Source: an optimization exercise on an open RTL-to-GDS flow (aim: small area and a short achievable clock period). Production flows keep margins and buffers that such runs may drop.
Where RTL was checked, it was by simulation tests only, not by an equivalence proof against the original.
Power is estimated from default activity; no workload was simulated.

==> trial 90: inputs <==
## qu_front_end
module qu_front_end (
    input  logic                          clk,
    input  logic                          rst_n,
    input  logic                          redirect,
    input  logic [qu_pkg::pc_w-1:0]       redirect_pc,
    output logic [qu_pkg::pc_w-1:0]       imem_addr,
    input  logic [qu_pkg::instr_w-1:0]    imem_data,
    output logic [qu_pkg::preg_w-1:0]     rf_rd1_addr,
    output logic [qu_pkg::preg_w-1:0]     rf_rd2_addr,
    input  logic [qu_pkg::instr_w-1:0]    rf_rd1_data,
    input  logic [qu_pkg::instr_w-1:0]    rf_rd2_data,
    input  logic                          wb_valid,
    input  logic [qu_pkg::preg_w-1:0]     wb_preg,
    input  logic                          free_valid,
    input  logic [qu_pkg::preg_w-1:0]     free_preg,
    input  logic                          rs_credit,
    output logic                          rs_valid,
    output logic [qu_pkg::rs_entry_w-1:0] rs_entry
);
export LEC_CHECK = 0
export CAP_MARGIN = 20
export CORE_MARGIN = 2
export CORE_UTILIZATION = 58
export CTS_CLUSTER_DIAMETER = 100
export CTS_CLUSTER_SIZE = 22
export SETUP_SLACK_MARGIN = 2.6
export SLEW_MARGIN = 20
export BUFFER_PORTS_ARGS = -inputs -buffer_cell sky130_fd_sc_hd__buf_1
export PRE_GLOBAL_PLACE_TCL = /design/flow/flow/pre_gpl.tcl
create_clock -name core_clock -period 5.0 [get_ports {clk}]
standard.sh (not shown) runs the stock make flow with config.mk's settings and CLKGATE_MAP_FILE= SYNTH_SCRIPT=/design/flow/synth_recipe.tcl, a recipe that flattens the netlist after the stock synthesis.
==> flow/flow/run.sh <==
#!/bin/bash
# Standard layout, with the port buffers chosen here: buf_1 on inputs and
# buf_2 on outputs, instead of the cell that buffer_ports picks by default.
set -euo pipefail
here=$(pwd)
cat > "$here/flow/pre_gpl.tcl" <<'TCL'
buffer_ports -outputs -buffer_cell sky130_fd_sc_hd__buf_2
TCL
cat >> config.mk <<EOC
export BUFFER_PORTS_ARGS = -inputs -buffer_cell sky130_fd_sc_hd__buf_1
export PRE_GLOBAL_PLACE_TCL = $here/flow/pre_gpl.tcl
EOC
bash standard.sh > standard_flow.log 2>&1
==> flow/flow/pre_gpl.tcl <==
buffer_ports -outputs -buffer_cell sky130_fd_sc_hd__buf_2
==> inputs of trial 93, as changes to trial 90 <==
--- a/flow/design.v
+++ b/flow/design.v
@@ -65,99 +65,87 @@
     logic        f_push;
     logic        f_pop;
     logic        f_proper;
     logic        f_borrow;
     assign f_full = &f_v;
     assign f_empty = ~|f_v;
     assign f_push = !f_full && !redirect;
-    logic [3:0]  f_ok;
-    logic [3:0]  f_rp_oh;
     assign f_head = f_mem[f_rp];
-    assign f_proper = |(f_ok & f_rp_oh);
-    logic [27:0] pc_dec;
-    logic [31:0] f_head_pc;
+    assign f_proper = |f_head[26:25];
     assign f_borrow = f_full || (f_rp > pc[3:2]);
-    assign f_head_pc = {f_borrow ? pc_dec : pc[31:4], f_rp, pc[1:0]};
     always_ff @(posedge clk) begin
         if (f_push) begin
             f_mem[pc[3:2]] <= {fd_kind, imem_data[31:7]};
-            f_ok[pc[3:2]] <= |fd_kind;
-        end
-        if (f_push && pc[3:2] == 2'b11) begin
-            pc_dec <= pc[31:4];
         end
     end
     always_ff @(posedge clk or negedge rst_n) begin
         if (!rst_n) begin
             pc <= '0;
             f_v <= '0;
             f_rp <= '0;
-            f_rp_oh <= 4'b0001;
         end else if (redirect) begin
             pc <= redirect_pc;
             f_v <= '0;
             f_rp <= redirect_pc[3:2];
-            f_rp_oh <= 4'b0001 << redirect_pc[3:2];
         end else begin
             if (f_push) begin
                 pc <= pc + 32'd4;
                 f_v[pc[3:2]] <= 1'b1;
             end
             if (f_pop) begin
                 f_v[f_rp] <= 1'b0;
                 f_rp <= f_rp + 2'd1;
-                f_rp_oh <= {f_rp_oh[2:0], f_rp_oh[3]};
             end
         end
     end
     logic [3:0]  d_t;        
     logic [1:0]  d_wp;
     logic [1:0]  d_rp;
-    logic [41:0] d_mem [4];
-    logic [41:0] d_rest;
+    logic [42:0] d_mem [4];
+    logic [42:0] d_rest;
     logic [16:0] h_f;
     logic [16:0] b_f [3];
     logic [2:0]  b_wp;
     logic [2:0]  b_rp;
     logic [16:0] b_head;
     logic [16:0] d_in_f;
-    logic [41:0] d_in_rest;
+    logic [42:0] d_in_rest;
     logic        d_full;
     logic        d_empty;
     logic        d_push;
     logic        d_many;
     logic        d_one;
     logic        take;
     assign d_full = d_t[3];
     assign d_empty = !d_t[0];
     assign d_one = d_t[0] && !d_t[1];
     assign d_many = d_t[1];
     assign d_rest = d_mem[d_rp];
     assign b_head = ({17{b_rp[0]}} & b_f[0]) | ({17{b_rp[1]}} & b_f[1]) | ({17{b_rp[2]}} & b_f[2]);
     assign d_in_f = {f_head[26:25], f_head[17:8], f_head[4:0]};
-    assign d_in_rest = {f_head_pc, f_head[24:18], f_head[7:5]};
+    assign d_in_rest = {pc[31:4], f_borrow, f_rp, pc[1:0], f_head[24:18], f_head[7:5]};
     assign f_pop = !f_empty && (!d_full || !f_proper);
     assign d_push = !f_empty && !d_full && f_proper;
-    logic d_fill;
-    assign d_fill = !f_empty && !d_full;
     always_ff @(posedge clk) begin
-        if (d_fill) begin
+        if (d_push) begin
             d_mem[d_wp] <= d_in_rest;
         end
     end
     logic h_load;
     logic b_push;
     logic b_pop;
     assign h_load = take || d_empty;
     assign b_push = d_push && !d_empty && !(take && d_one);
     assign b_pop = take && d_many;
     always_ff @(posedge clk) begin
-        h_f <= h_f_nx;
+        if (h_load) begin
+            h_f <= d_many ? b_head : d_in_f;
+        end
         for (int i = 0; i < 3; i++) begin
-            if (d_fill && b_wp[i]) begin
+            if (d_push && b_wp[i]) begin
                 b_f[i] <= d_in_f;
             end
         end
     end
     logic [1:0]  h_kind;
     logic [4:0]  h_rd;
     logic [4:0]  h_rs1;
@@ -218,81 +206,33 @@
     always_comb begin
         rat_full[0] = 6'd0;
         for (int i = 1; i < 32; i++) begin
             rat_full[i] = rat[i];
         end
     end
     logic        took;
+    logic [4:0]  p_rd;
     logic [5:0]  p_preg;
+    logic        byp_rd;
     logic        byp_rs1;
     logic        byp_rs2;
-    logic [16:0] h_next;
-    assign h_next = d_many ? b_head : d_in_f;
-    always_ff @(posedge clk or negedge rst_n) begin
-        if (!rst_n) begin
-            byp_rs1 <= 1'b0;
-            byp_rs2 <= 1'b0;
-        end else begin
-            byp_rs1 <= byp1_nx;
-            byp_rs2 <= byp2_nx;
-        end
-    end
-    logic [31:1] h_rs1_oh;
-    logic [31:1] h_rs2_oh;
-    logic [5:0]  rat_rs1;
-    logic [5:0]  rat_rs2;
-    logic [16:0] h_f_nx;
-    logic        use1_nx;
-    logic        use2_nx;
-    logic        byp1_nx;
-    logic        byp2_nx;
-    assign h_f_nx = h_load ? h_next : h_f;
-    assign use1_nx = (h_f_nx[16:15] != qu_pkg::kind_lui);
-    assign use2_nx = (h_f_nx[16:15] == qu_pkg::kind_op);
-    assign byp1_nx = take && use1_nx && (h_next[9:5] == h_rd);
-    assign byp2_nx = take && use2_nx && (h_next[14:10] == h_rd);
-    always_ff @(posedge clk) begin
-        for (int i = 1; i < 32; i++) begin
-            h_rs1_oh[i] <= (h_f_nx[9:5] == 5'(i)) && use1_nx && !byp1_nx;
-            h_rs2_oh[i] <= (h_f_nx[14:10] == 5'(i)) && use2_nx && !byp2_nx;
-        end
-    end
-    always_comb begin
-        rat_rs1 = '0;
-        rat_rs2 = '0;
-        for (int i = 1; i < 32; i++) begin
-            rat_rs1 = rat_rs1 | ({6{h_rs1_oh[i]}} & rat[i]);
-            rat_rs2 = rat_rs2 | ({6{h_rs2_oh[i]}} & rat[i]);
-        end
-    end
-    assign src1_p = rat_rs1 | ({6{byp_rs1}} & p_preg);
-    assign src2_p = rat_rs2 | ({6{byp_rs2}} & p_preg);
-    logic [31:1] m_rd_oh;
-    always_comb begin
-        old_p = '0;
-        for (int i = 1; i < 32; i++) begin
-            old_p = old_p | ({6{m_rd_oh[i]}} & rat[i]);
-        end
-    end
-    always_ff @(posedge clk or negedge rst_n) begin
-        if (!rst_n) begin
-            m_rd_oh <= '0;
-        end else begin
-            for (int i = 1; i < 32; i++) begin
-                m_rd_oh[i] <= take && (h_rd == 5'(i));
-            end
-        end
-    end
+    assign byp_rd = took && (p_rd == h_rd);
+    assign byp_rs1 = took && (p_rd == h_rs1);
+    assign byp_rs2 = took && (p_rd == h_rs2);
+    assign old_p = byp_rd ? p_preg : rat_full[h_rd];
+    assign src1_p = (h_kind == qu_pkg::kind_lui) ? 6'd0 : byp_rs1 ? p_preg : rat_full[h_rs1];
+    assign src2_p = (h_kind == qu_pkg::kind_op) ? (byp_rs2 ? p_preg : rat_full[h_rs2]) : 6'd0;
     logic        m_v;
-    logic [58:0] m_op;
+    logic [59:0] m_op;
     logic [5:0]  m_rd_p;
     logic [5:0]  m_old_p;
     logic [5:0]  m_src1_p;
     logic [5:0]  m_src2_p;
     logic        m_acc;
+    assign p_rd = m_op[4:0];
     assign p_preg = m_rd_p;
     assign m_acc = !m_v || cred_nz;
     assign want = !d_empty && m_acc;
     assign take = want && any_free;
     always_ff @(posedge clk or negedge rst_n) begin
         if (!rst_n) begin
             d_t <= '0;
@@ -327,17 +267,17 @@
         end
     end
     always_ff @(posedge clk or negedge rst_n) begin
         if (!rst_n) begin
             for (int i = 1; i < 32; i++) begin
                 rat[i] <= 6'(i);
             end
-        end else begin
+        end else if (took) begin
             for (int i = 1; i < 32; i++) begin
-                if (m_rd_oh[i]) begin
+                if (p_rd == 5'(i)) begin
                     rat[i] <= p_preg;
                 end
             end
         end
     end
     always_ff @(posedge clk or negedge rst_n) begin
         if (!rst_n) begin
@@ -368,63 +308,62 @@
                 if (want && lowest[i]) begin
                     busy[i] <= 1'b1;
                 end
             end
         end
     end
     always_ff @(posedge clk) begin
-        if (took) begin
-            m_old_p <= old_p;
-        end
-    end
-    always_ff @(posedge clk) begin
         if (m_acc) begin
-            m_op <= {d_rest[41:10], h_f[16:15], d_rest[9:3], h_f[14:5], d_rest[2:0], h_f[4:0]};
+            m_op <= {d_rest[42:10], h_f[16:15], d_rest[9:3], h_f[14:5], d_rest[2:0], h_f[4:0]};
             m_rd_p <= alloc;
+            m_old_p <= old_p;
             m_src1_p <= src1_p;
             m_src2_p <= src2_p;
         end
     end
-    logic [5:0]  credits;    
+    logic [2:0]  credits;
+    logic [2:0]  credits_nx;
     logic        busy1;
     logic        busy2;
     logic        rdy1;
     logic        rdy2;
     logic [np-1:0] busy_all;
     assign busy_all = {busy, 1'b0};
     assign rf_rd1_addr = m_src1_p;
     assign rf_rd2_addr = m_src2_p;
     assign drain = m_v && cred_nz;
     assign busy1 = busy_all[m_src1_p];
     assign busy2 = busy_all[m_src2_p];
-    assign cred_nz = credits[0];
+    assign credits_nx = credits - 3'(drain) + 3'(rs_credit);
     assign rdy1 = !busy1 || (wb_valid && wb_preg == m_src1_p);
     assign rdy2 = !busy2 || (wb_valid && wb_preg == m_src2_p);
     always_ff @(posedge clk or negedge rst_n) begin
         if (!rst_n) begin
-            credits <= 6'b111111;
+            credits <= 3'd6;
+            cred_nz <= 1'b1;
             rs_valid <= 1'b0;
         end else begin
-            if (rs_credit && !drain) begin
-                credits <= {credits[4:0], 1'b1};
-            end else if (drain && !rs_credit) begin
-                credits <= {1'b0, credits[5:1]};
-            end
+            credits <= credits_nx;
+            cred_nz <= (credits_nx != 3'd0);
             rs_valid <= drain;
         end
     end
+    logic [27:0] e_pc_hi;
+    logic        e_borrow;
     logic [31:0] e_pc;
     logic [1:0]  e_kind;
     logic [31:7] e_ins;
     logic        e_lui;
     logic        e_op;
     logic [2:0]  e_f3;
     logic        e_alt;
     logic [3:0]  e_alu;
-    assign e_pc = m_op[58:27];
+    assign e_pc_hi = m_op[59:32];
+    assign e_borrow = m_op[31];
+    assign e_pc = {e_pc_hi - 28'(e_borrow), m_op[30:27]};
     assign e_kind = m_op[26:25];
     assign e_ins = m_op[24:0];
     assign e_lui = (e_kind == qu_pkg::kind_lui);
     assign e_op = (e_kind == qu_pkg::kind_op);
     assign e_f3 = e_ins[14:12];
     assign e_alt = e_ins[30] && (e_op || e_f3 == 3'b101);
     always_comb begin
@@ -438,39 +377,27 @@
             3'b110: e_alu = 4'd8;
             default: e_alu = 4'd9;
         endcase
         if (e_lui) begin
             e_alu = 4'd10;
         end
     end
-    logic [141:0] r_head;
-    logic         r_rdy1;
-    logic         r_rdy2;
-    logic [31:0]  r_data1;
-    logic [31:0]  r_data2;
     always_ff @(posedge clk) begin
-        r_head <= {
+        rs_entry <= {
             e_pc,
             e_alu,
             e_ins[11:7],
             e_lui ? 5'd0 : e_ins[19:15],
             e_op ? e_ins[24:20] : 5'd0,
             !e_op,
             e_lui ? {e_ins[31:12], 12'd0} : {{20{e_ins[31]}}, e_ins[31:20]},
             m_rd_p,
-            took ? old_p : m_old_p,
+            m_old_p,
             m_src1_p,
-            m_src2_p
+            m_src2_p,
+            rdy1,
+            rdy1 ? rf_rd1_data : 32'd0,
+            rdy2,
+            rdy2 ? rf_rd2_data : 32'd0
         };
-        r_rdy1 <= rdy1;
-        r_rdy2 <= rdy2;
-        r_data1 <= rf_rd1_data;
-        r_data2 <= rf_rd2_data;
-    end
-    assign rs_entry = {
-        r_head,
-        r_rdy1,
-        r_rdy1 ? r_data1 : 32'd0,
-        r_rdy2,
-        r_rdy2 ? r_data2 : 32'd0
-    };
+    end
 endmodule
==> flow/flow/run.sh (replaced) <==
#!/bin/bash
# Standard layout, with the port buffers made from buf_2 cells instead of
# the buffer that buffer_ports picks by default.
set -euo pipefail
echo "export BUFFER_PORTS_ARGS = -buffer_cell sky130_fd_sc_hd__buf_2" >> config.mk
bash standard.sh > standard_flow.log 2>&1
- BUFFER_PORTS_ARGS: -inputs -buffer_cell sky130_fd_sc_hd__buf_1 -> -buffer_cell sky130_fd_sc_hd__buf_2
- CORE_UTILIZATION: 58 -> 40
- PRE_GLOBAL_PLACE_TCL: /design/flow/flow/pre_gpl.tcl -> unset
- SETUP_SLACK_MARGIN: 2.6 -> 2.5
removed: flow/flow/pre_gpl.tcl
==> flow_summary_export.csv <==
group,metric,value,unit
yosys,synth_xor_area_share,1.80,%
pwr,seq_power_share,45.6,%
yosys,avgSynthCellArea,12.6,um^2
layout,seq_cell_count,947,
layout,drive_gt1_share,35.6,%
yosys,ys_seq_area_share,59.5,%
layout,fin_area,50400,um^2
yosys,synth-compound-area-share,9.90,%
global_routing,grt_max_degree,100,
pwr,powerClk,4660,uW
detailed_routing,vias,32300,
yosys,ys_types,82,
run_status,status,"timing/DRC/antenna clean",
yosys,synth.cell_area,42200,um^2
detailed_routing,drt_pass1_iterations,6,
critical_path,worstSetupEndpoint,"m_old_p[3]$_DFFE_PN_",
yosys,synthMuxAreaShare,12.1,%
the above is filed under trial 93

==> flow_summary_export.csv <==
group,metric,value,unit
yosys,synth.cell_area,43300,um^2
layout,fin_area,47900,um^2
critical_path,worstSetupEndpoint,"rs_entry[55]",
pwr,powerClk,4930,uW
detailed_routing,vias,29700,
global_routing,grt_max_degree,104,
yosys,synth_xor_area_share,0.970,%
layout,seq_cell_count,1069,
detailed_routing,drt_pass1_iterations,7,
layout,drive_gt1_share,23.0,%
yosys,synthMuxAreaShare,10.9,%
run_status,status,"timing/DRC/antenna clean",
the above is filed under trial 90

For trial 90, only the layout was checked, not whether the RTL still works.

-- separate check: timing with driven ports --
No port has a modelled driver above. Below, the same layouts with a new extraction and two added sets of constraints. Step 1 sets driving cells, clkbuf_16 on the clock port and buf_2 on the other inputs (assumed; they add their load-dependent delay and slew). Step 2 moves the port delays by t, midway between the first and last clock arrival at a register: inputs arrive t later, outputs are due t later. That takes back most of the time a late clock gives input paths. Slacks: ideal ports / drivers / drivers and shift; pairs: ideal ports / drivers.
run | t, ns | setup slack, ns | worst setup path at the end | worst slew at a driven data input, ns | cell pins on the clock port's net
trial 90 | 0.722 | 2.518 / 2.450 / 2.165 | input to register | 0.09 | 1
trial 93 | 0.767 | 2.263 / 2.263 / 2.059 | input to register | 0.06 | 1
After both steps every run listed still meets setup and hold. For trial 90, which loses most, drivers alone change the setup slack by -0.068 ns; drivers and shift together by -0.353 ns.
